From an optimization exercise on the open Yosys and OpenROAD flow, aimed at small area, a short achievable clock period and few clock cycles; shortcuts taken in it are not production practice. Only simulation tests tie the RTL to the original design; equivalence was not proved.

==> inputs of v5 <==
==> flow/design.v (excerpt) <==
module mold_parser (
	input  logic                                  clk,
	input  logic                                  nreset,
	input  logic                                  axis_tvalid_i,
	input  logic [mold_stream_pkg::BEAT_BYTES*8-1:0] axis_tdata_i,
	input  logic [mold_stream_pkg::BEAT_BYTES-1:0]   axis_tkeep_i,
	input  logic                                  axis_tlast_i,
	output logic                                  axis_tready_o,
	output logic                                  mold_msg_v_o,
	output mold_stream_pkg::msg_beat_t            mold_msg_o,
	input  logic                                  mold_msg_ready_i,
	output logic                                  eos_v_o
);
==> flow/config.mk <==
export PLATFORM = sky130hd
export DESIGN_NAME = mold_parser
export DESIGN_NICKNAME = mold_parser
export VERILOG_FILES = /design/flow/design.v
export SDC_FILE = /design/flow/constraint.sdc
export NUM_CORES = 4
export LEC_CHECK = 0
export ABC_AREA = 1
export CAP_MARGIN = 20
export CORE_MARGIN = 2
export CORE_UTILIZATION = 55
export SETUP_SLACK_MARGIN = 5
export SLEW_MARGIN = 20
export TNS_END_PERCENT = 5
==> flow/constraint.sdc <==
create_clock -name core_clock -period 8.5 [get_ports {clk}]
set_input_delay 1.7000 -clock core_clock [delete_from_list [all_inputs] [get_ports {clk}]]
set_output_delay 1.7000 -clock core_clock [all_outputs]
set_load 0.01 [all_outputs]
standard.sh (not shown) runs the stock make flow with config.mk's settings and CLKGATE_MAP_FILE= SYNTH_SCRIPT=/design/flow/synth_recipe.tcl, a recipe that flattens the netlist after the stock synthesis.
==> flow/flow/run.sh <==
#!/bin/bash
# The standard layout, with the port buffers that ORFS adds to every input and output made
# from the smallest buffer cell instead of the one buffer_ports picks on its own.
set -euo pipefail
export BUFFER_PORTS_ARGS="-buffer_cell sky130_fd_sc_hd__buf_1"
bash standard.sh > standard_flow.log 2>&1
==> inputs of v39, as changes to v5 <==
--- a/flow/design.v
+++ b/flow/design.v
@@ -53,15 +53,14 @@
 	logic [4:0]       wp_q, rp_q, end_q;
 	logic [4:0]       cnt_q;            
 	logic             end_v_q;          
 	logic [6:0]       st_q, st_d;
 	logic [15:0]      rem_q, rem_d;     
 	logic             le8_q, le8_d;     
 	logic [3:0]       need_q, need_d;   
-	logic [3:0]       need2_q, need2_d;  
 	logic [15:0]      mcnt_q, mcnt_d;   
 	logic             one_q, one_d;     
 	logic             first_q, first_d, adv_q, adv_d, eos_q;
 	logic             out_v_q;
 	logic [63:0]      dat_q;
 	logic [7:0]       msk_q;
 	logic             start_q, last_q;
@@ -125,52 +124,44 @@
 	always_comb begin
 		for (int i = 0; i < 16; i++) ra[i] = rp_q[3] ? slot_q[(i+8)%16] : slot_q[i];
 		for (int i = 0; i < 15; i++) rb[i] = rp_q[2] ? ra[(i+4)%16] : ra[i];
 		for (int i = 0; i < 13; i++) rc[i] = rp_q[1] ? rb[i+2] : rb[i];
 		for (int i = 0; i < 12; i++) win[i] = rp_q[0] ? rc[i+1] : rc[i];
 	end
 	logic [15:0] len;
-	logic        len_le8;
-	logic [11:0] wz, w8;
 	always_comb begin
-		for (int x = 0; x < 12; x++) begin
-			wz[x] = win[x] == 8'd0;
-			w8[x] = win[x] <= 8'd8;
-		end
 		case (rem_q[3:0])
-			4'd0:    begin len = {win[0], win[1]};   len_le8 = wz[0] & w8[1];   end
-			4'd1:    begin len = {win[1], win[2]};   len_le8 = wz[1] & w8[2];   end
-			4'd2:    begin len = {win[2], win[3]};   len_le8 = wz[2] & w8[3];   end
-			4'd3:    begin len = {win[3], win[4]};   len_le8 = wz[3] & w8[4];   end
-			4'd4:    begin len = {win[4], win[5]};   len_le8 = wz[4] & w8[5];   end
-			4'd5:    begin len = {win[5], win[6]};   len_le8 = wz[5] & w8[6];   end
-			4'd6:    begin len = {win[6], win[7]};   len_le8 = wz[6] & w8[7];   end
-			4'd7:    begin len = {win[7], win[8]};   len_le8 = wz[7] & w8[8];   end
-			4'd8:    begin len = {win[8], win[9]};   len_le8 = wz[8] & w8[9];   end
-			default: begin len = {win[10], win[11]}; len_le8 = wz[10] & w8[11]; end
+			4'd0:    len = {win[0], win[1]};
+			4'd1:    len = {win[1], win[2]};
+			4'd2:    len = {win[2], win[3]};
+			4'd3:    len = {win[3], win[4]};
+			4'd4:    len = {win[4], win[5]};
+			4'd5:    len = {win[5], win[6]};
+			4'd6:    len = {win[6], win[7]};
+			4'd7:    len = {win[7], win[8]};
+			4'd8:    len = {win[8], win[9]};
+			default: len = {win[10], win[11]};
 		endcase
 	end
 	logic [4:0] edist, tail, lft_n, lft_n2;
 	logic       ge_n, ge_n2;
 	logic       a_h0f, a_h0p, a_h0b, a_h1p, a_h1l, a_h1n, a_h1bl, a_h1bn, a_len;
 	logic       a_b8, a_bl, a_bll, a_de, a_da;
 	logic       c2, c4, c8, c10, c12, cn, cn2;
 	assign edist = end_q - rp_q;    
 	assign tail  = wp_q - end_q;    
-	assign lft_n  = cnt_q - 5'(need_q);
-	assign lft_n2 = cnt_q - 5'(need2_q);
-	assign ge_n   = cnt_q[4] | cnt_q[3] | (!need_q[3] && cnt_q[2:0] >= need_q[2:0]);
-	assign ge_n2  = cnt_q >= 5'(need2_q);
+	assign {ge_n, lft_n}   = {1'b1, cnt_q} - {2'b00, need_q};
+	assign {ge_n2, lft_n2} = {1'b1, cnt_q} - {2'b00, need_q} - 6'd2;
 	assign a_h0f  = st_q[S_HDR0] && cnt_q >= 5'd10;
 	assign a_h0p  = st_q[S_HDR0] && cnt_q >= 5'd8 && cnt_q < 5'd10;
 	assign a_h0b  = st_q[S_HDR0B] && cnt_q >= 5'd2;
 	assign a_h1p  = st_q[S_HDR1] && cnt_q >= 5'd8 && cnt_q < 5'd10;
-	assign a_h1l  = st_q[S_HDR1] && cnt_q >= 5'd12 && !end_v_q;
+	assign a_h1l  = st_q[S_HDR1] && cnt_q >= 5'd12 && (!end_v_q || edist >= 5'd12);
 	assign a_h1n  = st_q[S_HDR1] && cnt_q >= 5'd10 && !a_h1l;
-	assign a_h1bl = st_q[S_HDR1B] && cnt_q >= 5'd4 && !end_v_q;
+	assign a_h1bl = st_q[S_HDR1B] && cnt_q >= 5'd4 && (!end_v_q || edist >= 5'd4);
 	assign a_h1bn = st_q[S_HDR1B] && cnt_q >= 5'd2 && !a_h1bl;
 	assign a_len  = st_q[S_LEN] && cnt_q >= 5'd2;
 	assign a_b8   = st_q[S_BODY] && !le8_q && cnt_q >= 5'd8;
 	assign a_bl   = st_q[S_BODY] && le8_q && ge_n && (one_q || !ge_n2);
 	assign a_bll  = st_q[S_BODY] && le8_q && !one_q && ge_n2;
 	assign a_de   = st_q[S_DRAIN] && end_v_q;
 	assign a_da   = st_q[S_DRAIN] && !end_v_q;
@@ -216,16 +207,15 @@
 	logic        beat, sid_hi_en, sid_lo_en, seq_ld, seq_inc, eos_d, end_clr, hdr1, pkt_end, take_len;
 	logic [15:0] hcnt, rem_m8;
 	logic        hspecial;
 	logic [4:0]  c_end;
 	logic [7:0]  mask;
 	assign hdr1     = a_h1l | a_h1n | a_h1bl | a_h1bn;
 	assign hcnt     = st_q[S_HDR1B] ? {win[0], win[1]} : {win[8], win[9]};
-	assign hspecial = st_q[S_HDR1B] ? ((wz[0] & wz[1]) | (&{win[0], win[1]}))
-	                                : ((wz[8] & wz[9]) | (&{win[8], win[9]}));
+	assign hspecial = hcnt == 16'hFFFF || hcnt == 16'd0;
 	assign rem_m8   = rem_q - 16'd8;
 	assign beat     = a_b8 | ((a_bl | a_bll) & (need_q != 4'd0));
 	assign sid_hi_en = a_h0f | a_h0p;
 	assign sid_lo_en = a_h0f | a_h0b;
 	assign seq_ld   = a_h1p | a_h1l | a_h1n;
 	assign seq_inc  = adv_q & (a_b8 | a_bl | a_bll);
 	assign eos_d    = hdr1 & (hcnt == 16'hFFFF);
@@ -236,15 +226,14 @@
 		for (int j = 0; j < 8; j++) mask[j] = 4'(j) < need_q;
 	end
 	always_comb begin
 		st_d    = st_q;
 		rem_d   = rem_q;
 		le8_d   = le8_q;
 		need_d  = need_q;
-		need2_d = need2_q;
 		mcnt_d  = mcnt_q;
 		one_d   = one_q;
 		first_d = first_q;
 		adv_d   = adv_q;
 		end_clr = 1'b0;
 		if (a_h0f | a_h0b) begin
 			rem_d = 16'd10;
@@ -258,41 +247,37 @@
 		if (hdr1) begin
 			adv_d  = 1'b0;
 			mcnt_d = hcnt;
 			one_d  = hcnt == 16'd1;
 			rem_d  = 16'd0;
 			le8_d  = 1'b1;
 			need_d = 4'd0;
-			need2_d = 4'd2;
 			st_d   = 7'(1) << S_LEN;
 		end
 		if (a_b8) begin
 			rem_d   = rem_m8;
 			le8_d   = rem_q <= 16'd16;
 			need_d  = (rem_q <= 16'd16) ? rem_m8[3:0] : 4'd8;
-			need2_d = (rem_q <= 16'd16) ? rem_q[3:0] - 4'd6 : 4'd10;
 			first_d = 1'b0;
 			adv_d   = 1'b0;
 		end
 		if (a_bl | a_bll) begin
 			adv_d   = 1'b1;
 			first_d = 1'b0;
 			mcnt_d  = mcnt_q - 16'd1;
 			one_d   = mcnt_q == 16'd2;
 			rem_d   = 16'd0;
 			le8_d   = 1'b1;
 			need_d  = 4'd0;
-			need2_d = 4'd2;
 			st_d    = 7'(1) << S_LEN;
 		end
 		if (take_len) begin
 			rem_d   = len;
-			le8_d   = len_le8;
-			need_d  = len_le8 ? len[3:0] : 4'd8;
-			need2_d = len_le8 ? len[3:0] + 4'd2 : 4'd10;
+			le8_d   = len <= 16'd8;
+			need_d  = (len <= 16'd8) ? len[3:0] : 4'd8;
 			first_d = 1'b1;
 			st_d    = 7'(1) << S_BODY;
 		end
 		if (pkt_end) begin
 			if (end_v_q && edist == c_end) begin
 				end_clr = 1'b1;
 				st_d    = 7'(1) << S_HDR0;
@@ -338,15 +323,14 @@
 	end
 	always_ff @(posedge clk) begin
 		if (wr && src_last) end_q <= wp_k;
 		if (go) begin
 			rem_q   <= rem_d;
 			le8_q   <= le8_d;
 			need_q  <= need_d;
-			need2_q <= need2_d;
 			mcnt_q  <= mcnt_d;
 			one_q   <= one_d;
 			first_q <= first_d;
 			adv_q   <= adv_d;
 			for (int j = 0; j < 8; j++) dat_q[8*j +: 8] <= mask[j] ? win[j] : 8'h00;
 			msk_q   <= mask;
 			start_q <= first_q;
==> inputs of v9, as changes to v5 <==
--- a/flow/design.v
+++ b/flow/design.v
@@ -53,15 +53,14 @@
 	logic [4:0]       wp_q, rp_q, end_q;
 	logic [4:0]       cnt_q;            
 	logic             end_v_q;          
 	logic [6:0]       st_q, st_d;
 	logic [15:0]      rem_q, rem_d;     
 	logic             le8_q, le8_d;     
 	logic [3:0]       need_q, need_d;   
-	logic [3:0]       need2_q, need2_d;  
 	logic [15:0]      mcnt_q, mcnt_d;   
 	logic             one_q, one_d;     
 	logic             first_q, first_d, adv_q, adv_d, eos_q;
 	logic             out_v_q;
 	logic [63:0]      dat_q;
 	logic [7:0]       msk_q;
 	logic             start_q, last_q;
@@ -125,52 +124,44 @@
 	always_comb begin
 		for (int i = 0; i < 16; i++) ra[i] = rp_q[3] ? slot_q[(i+8)%16] : slot_q[i];
 		for (int i = 0; i < 15; i++) rb[i] = rp_q[2] ? ra[(i+4)%16] : ra[i];
 		for (int i = 0; i < 13; i++) rc[i] = rp_q[1] ? rb[i+2] : rb[i];
 		for (int i = 0; i < 12; i++) win[i] = rp_q[0] ? rc[i+1] : rc[i];
 	end
 	logic [15:0] len;
-	logic        len_le8;
-	logic [11:0] wz, w8;
 	always_comb begin
-		for (int x = 0; x < 12; x++) begin
-			wz[x] = win[x] == 8'd0;
-			w8[x] = win[x] <= 8'd8;
-		end
 		case (rem_q[3:0])
-			4'd0:    begin len = {win[0], win[1]};   len_le8 = wz[0] & w8[1];   end
-			4'd1:    begin len = {win[1], win[2]};   len_le8 = wz[1] & w8[2];   end
-			4'd2:    begin len = {win[2], win[3]};   len_le8 = wz[2] & w8[3];   end
-			4'd3:    begin len = {win[3], win[4]};   len_le8 = wz[3] & w8[4];   end
-			4'd4:    begin len = {win[4], win[5]};   len_le8 = wz[4] & w8[5];   end
-			4'd5:    begin len = {win[5], win[6]};   len_le8 = wz[5] & w8[6];   end
-			4'd6:    begin len = {win[6], win[7]};   len_le8 = wz[6] & w8[7];   end
-			4'd7:    begin len = {win[7], win[8]};   len_le8 = wz[7] & w8[8];   end
-			4'd8:    begin len = {win[8], win[9]};   len_le8 = wz[8] & w8[9];   end
-			default: begin len = {win[10], win[11]}; len_le8 = wz[10] & w8[11]; end
+			4'd0:    len = {win[0], win[1]};
+			4'd1:    len = {win[1], win[2]};
+			4'd2:    len = {win[2], win[3]};
+			4'd3:    len = {win[3], win[4]};
+			4'd4:    len = {win[4], win[5]};
+			4'd5:    len = {win[5], win[6]};
+			4'd6:    len = {win[6], win[7]};
+			4'd7:    len = {win[7], win[8]};
+			4'd8:    len = {win[8], win[9]};
+			default: len = {win[10], win[11]};
 		endcase
 	end
 	logic [4:0] edist, tail, lft_n, lft_n2;
 	logic       ge_n, ge_n2;
 	logic       a_h0f, a_h0p, a_h0b, a_h1p, a_h1l, a_h1n, a_h1bl, a_h1bn, a_len;
 	logic       a_b8, a_bl, a_bll, a_de, a_da;
 	logic       c2, c4, c8, c10, c12, cn, cn2;
 	assign edist = end_q - rp_q;    
 	assign tail  = wp_q - end_q;    
-	assign lft_n  = cnt_q - 5'(need_q);
-	assign lft_n2 = cnt_q - 5'(need2_q);
-	assign ge_n   = cnt_q[4] | cnt_q[3] | (!need_q[3] && cnt_q[2:0] >= need_q[2:0]);
-	assign ge_n2  = cnt_q >= 5'(need2_q);
+	assign {ge_n, lft_n}   = {1'b1, cnt_q} - {2'b00, need_q};
+	assign {ge_n2, lft_n2} = {1'b1, cnt_q} - {2'b00, need_q} - 6'd2;
 	assign a_h0f  = st_q[S_HDR0] && cnt_q >= 5'd10;
 	assign a_h0p  = st_q[S_HDR0] && cnt_q >= 5'd8 && cnt_q < 5'd10;
 	assign a_h0b  = st_q[S_HDR0B] && cnt_q >= 5'd2;
 	assign a_h1p  = st_q[S_HDR1] && cnt_q >= 5'd8 && cnt_q < 5'd10;
-	assign a_h1l  = st_q[S_HDR1] && cnt_q >= 5'd12 && !end_v_q;
+	assign a_h1l  = st_q[S_HDR1] && cnt_q >= 5'd12 && (!end_v_q || edist >= 5'd12);
 	assign a_h1n  = st_q[S_HDR1] && cnt_q >= 5'd10 && !a_h1l;
-	assign a_h1bl = st_q[S_HDR1B] && cnt_q >= 5'd4 && !end_v_q;
+	assign a_h1bl = st_q[S_HDR1B] && cnt_q >= 5'd4 && (!end_v_q || edist >= 5'd4);
 	assign a_h1bn = st_q[S_HDR1B] && cnt_q >= 5'd2 && !a_h1bl;
 	assign a_len  = st_q[S_LEN] && cnt_q >= 5'd2;
 	assign a_b8   = st_q[S_BODY] && !le8_q && cnt_q >= 5'd8;
 	assign a_bl   = st_q[S_BODY] && le8_q && ge_n && (one_q || !ge_n2);
 	assign a_bll  = st_q[S_BODY] && le8_q && !one_q && ge_n2;
 	assign a_de   = st_q[S_DRAIN] && end_v_q;
 	assign a_da   = st_q[S_DRAIN] && !end_v_q;
@@ -216,16 +207,15 @@
 	logic        beat, sid_hi_en, sid_lo_en, seq_ld, seq_inc, eos_d, end_clr, hdr1, pkt_end, take_len;
 	logic [15:0] hcnt, rem_m8;
 	logic        hspecial;
 	logic [4:0]  c_end;
 	logic [7:0]  mask;
 	assign hdr1     = a_h1l | a_h1n | a_h1bl | a_h1bn;
 	assign hcnt     = st_q[S_HDR1B] ? {win[0], win[1]} : {win[8], win[9]};
-	assign hspecial = st_q[S_HDR1B] ? ((wz[0] & wz[1]) | (&{win[0], win[1]}))
-	                                : ((wz[8] & wz[9]) | (&{win[8], win[9]}));
+	assign hspecial = hcnt == 16'hFFFF || hcnt == 16'd0;
 	assign rem_m8   = rem_q - 16'd8;
 	assign beat     = a_b8 | ((a_bl | a_bll) & (need_q != 4'd0));
 	assign sid_hi_en = a_h0f | a_h0p;
 	assign sid_lo_en = a_h0f | a_h0b;
 	assign seq_ld   = a_h1p | a_h1l | a_h1n;
 	assign seq_inc  = adv_q & (a_b8 | a_bl | a_bll);
 	assign eos_d    = hdr1 & (hcnt == 16'hFFFF);
@@ -236,15 +226,14 @@
 		for (int j = 0; j < 8; j++) mask[j] = 4'(j) < need_q;
 	end
 	always_comb begin
 		st_d    = st_q;
 		rem_d   = rem_q;
 		le8_d   = le8_q;
 		need_d  = need_q;
-		need2_d = need2_q;
 		mcnt_d  = mcnt_q;
 		one_d   = one_q;
 		first_d = first_q;
 		adv_d   = adv_q;
 		end_clr = 1'b0;
 		if (a_h0f | a_h0b) begin
 			rem_d = 16'd10;
@@ -258,41 +247,37 @@
 		if (hdr1) begin
 			adv_d  = 1'b0;
 			mcnt_d = hcnt;
 			one_d  = hcnt == 16'd1;
 			rem_d  = 16'd0;
 			le8_d  = 1'b1;
 			need_d = 4'd0;
-			need2_d = 4'd2;
 			st_d   = 7'(1) << S_LEN;
 		end
 		if (a_b8) begin
 			rem_d   = rem_m8;
 			le8_d   = rem_q <= 16'd16;
 			need_d  = (rem_q <= 16'd16) ? rem_m8[3:0] : 4'd8;
-			need2_d = (rem_q <= 16'd16) ? rem_q[3:0] - 4'd6 : 4'd10;
 			first_d = 1'b0;
 			adv_d   = 1'b0;
 		end
 		if (a_bl | a_bll) begin
 			adv_d   = 1'b1;
 			first_d = 1'b0;
 			mcnt_d  = mcnt_q - 16'd1;
 			one_d   = mcnt_q == 16'd2;
 			rem_d   = 16'd0;
 			le8_d   = 1'b1;
 			need_d  = 4'd0;
-			need2_d = 4'd2;
 			st_d    = 7'(1) << S_LEN;
 		end
 		if (take_len) begin
 			rem_d   = len;
-			le8_d   = len_le8;
-			need_d  = len_le8 ? len[3:0] : 4'd8;
-			need2_d = len_le8 ? len[3:0] + 4'd2 : 4'd10;
+			le8_d   = len <= 16'd8;
+			need_d  = (len <= 16'd8) ? len[3:0] : 4'd8;
 			first_d = 1'b1;
 			st_d    = 7'(1) << S_BODY;
 		end
 		if (pkt_end) begin
 			if (end_v_q && edist == c_end) begin
 				end_clr = 1'b1;
 				st_d    = 7'(1) << S_HDR0;
@@ -338,15 +323,14 @@
 	end
 	always_ff @(posedge clk) begin
 		if (wr && src_last) end_q <= wp_k;
 		if (go) begin
 			rem_q   <= rem_d;
 			le8_q   <= le8_d;
 			need_q  <= need_d;
-			need2_q <= need2_d;
 			mcnt_q  <= mcnt_d;
 			one_q   <= one_d;
 			first_q <= first_d;
 			adv_q   <= adv_d;
 			for (int j = 0; j < 8; j++) dat_q[8*j +: 8] <= mask[j] ? win[j] : 8'h00;
 			msk_q   <= mask;
 			start_q <= first_q;
==> flow/run.sh (new file) <==
#!/bin/bash
# synth_recipe.tcl (not shown) runs the flow's synth.tcl, then flattens the netlist and writes it again
# the make line also repeats each setting of config.mk as NAME=value (left out here)
make -C /OpenROAD-flow-scripts/flow DESIGN_CONFIG=/design/flow/config.mk WORK_HOME=/design/flow/orfs CLKGATE_MAP_FILE= SYNTH_SCRIPT=/design/flow/synth_recipe.tcl finish
==> flow/config.mk (replaced) <==
export PLATFORM = sky130hd
export DESIGN_NAME = mold_parser
export DESIGN_NICKNAME = mold_parser
export VERILOG_FILES = /design/flow/design.v
export SDC_FILE = /design/flow/constraint.sdc
export NUM_CORES = 4
export LEC_CHECK = 0
export CAP_MARGIN = 20
export CORE_MARGIN = 2
export CORE_UTILIZATION = 40
export SETUP_SLACK_MARGIN = 5
export SLEW_MARGIN = 20
removed: flow/flow/run.sh
removed: flow/standard.sh
==> comparison table <==
| metric | v5 | v39 | v9 |
|---|---|---|---|
| Number of synthesized register bits | 489 | 486 | 486 |
| Minimum clock period | 3.70 ns | 3.66 ns | 4.17 ns |
| Multi-input logic portion of the cell area | 0.427 | 0.424 | 0.424 |
| Hold Worst Slack | 0.438 ns | 0.419 ns | 0.450 ns |
| # fillers | 5035 | 5120 | 6597 |
| Routing usage on met1 | 0.523 | 0.514 | 0.412 |
| Synth top area share | 0.440 | 0.441 | 0.432 |
| Final critical-path share of the clock period | 0.435 | 0.431 | 0.490 |
| Number of flops mapped to enable cells by yosys | 463 | 460 | 460 |
| Worst-path clk slew | 0.07 ns | 0.06 ns | 0.06 ns |
| Post-synthesis compound-gate area fraction | 0.109 | 0.0938 | 0.115 |
| Layout area overhead | 14.3% | 13.4% | 35.9% |
| Status | timing/DRC/antenna clean | timing/DRC/antenna clean | timing/DRC/antenna clean |
| Maximum cell stage delay along the critical path | 0.69 ns | 0.50 ns | 0.60 ns |
| Share of the final layout cell area in sequential cells | 0.400 | 0.405 | 0.331 |
| Number of instances in the placed design | 4988 | 4931 | 3974 |
| Insertion delay to the later sink of the worst-skew pair | 0.63 ns | 0.62 ns | 0.64 ns |
| Area of the multi-input gates | 15400 um^2 | 15000 um^2 | 18400 um^2 |
| Synthesized-area fraction occupied by and/or/nand/nor cells | 0.307 | 0.316 | 0.118 |
Testbench counts of v5, summed over its fixed seeds: cycles 69,390.
Testbench counts of v39, summed over its fixed seeds: cycles 69,390.
Testbench counts of v9, summed over its fixed seeds: cycles 69,390.

what the ideal ports hide:
How much do the figures lean on ideal ports? The routed layouts below were timed once more, with nothing changed but the port constraints.
Step 1: set_driving_cell puts a clkbuf_16 on clk and a buf_2 on each other input, an assumption about the parent block.
Step 2 also shifts input and output timing later by t, the mid clock arrival at the registers, as if the neighbouring blocks saw the same clock.
a / b / c = no drivers / after step 1 / after step 2; a / b = the first two.
run | t, ns | slack for setup (ns) | worst setup path after step 2
v5 | 0.676 | 4.803 / 4.803 / 4.442 | input to register
v39 | 0.671 | 4.838 / 4.838 / 4.423 | input to register
v9 | 0.688 | 4.334 / 4.334 / 4.194 | input to register
After both steps setup and hold are still met in every run listed. For v39, which loses most, drivers alone change the setup slack by 0.000 ns; drivers and shift together by -0.415 ns.
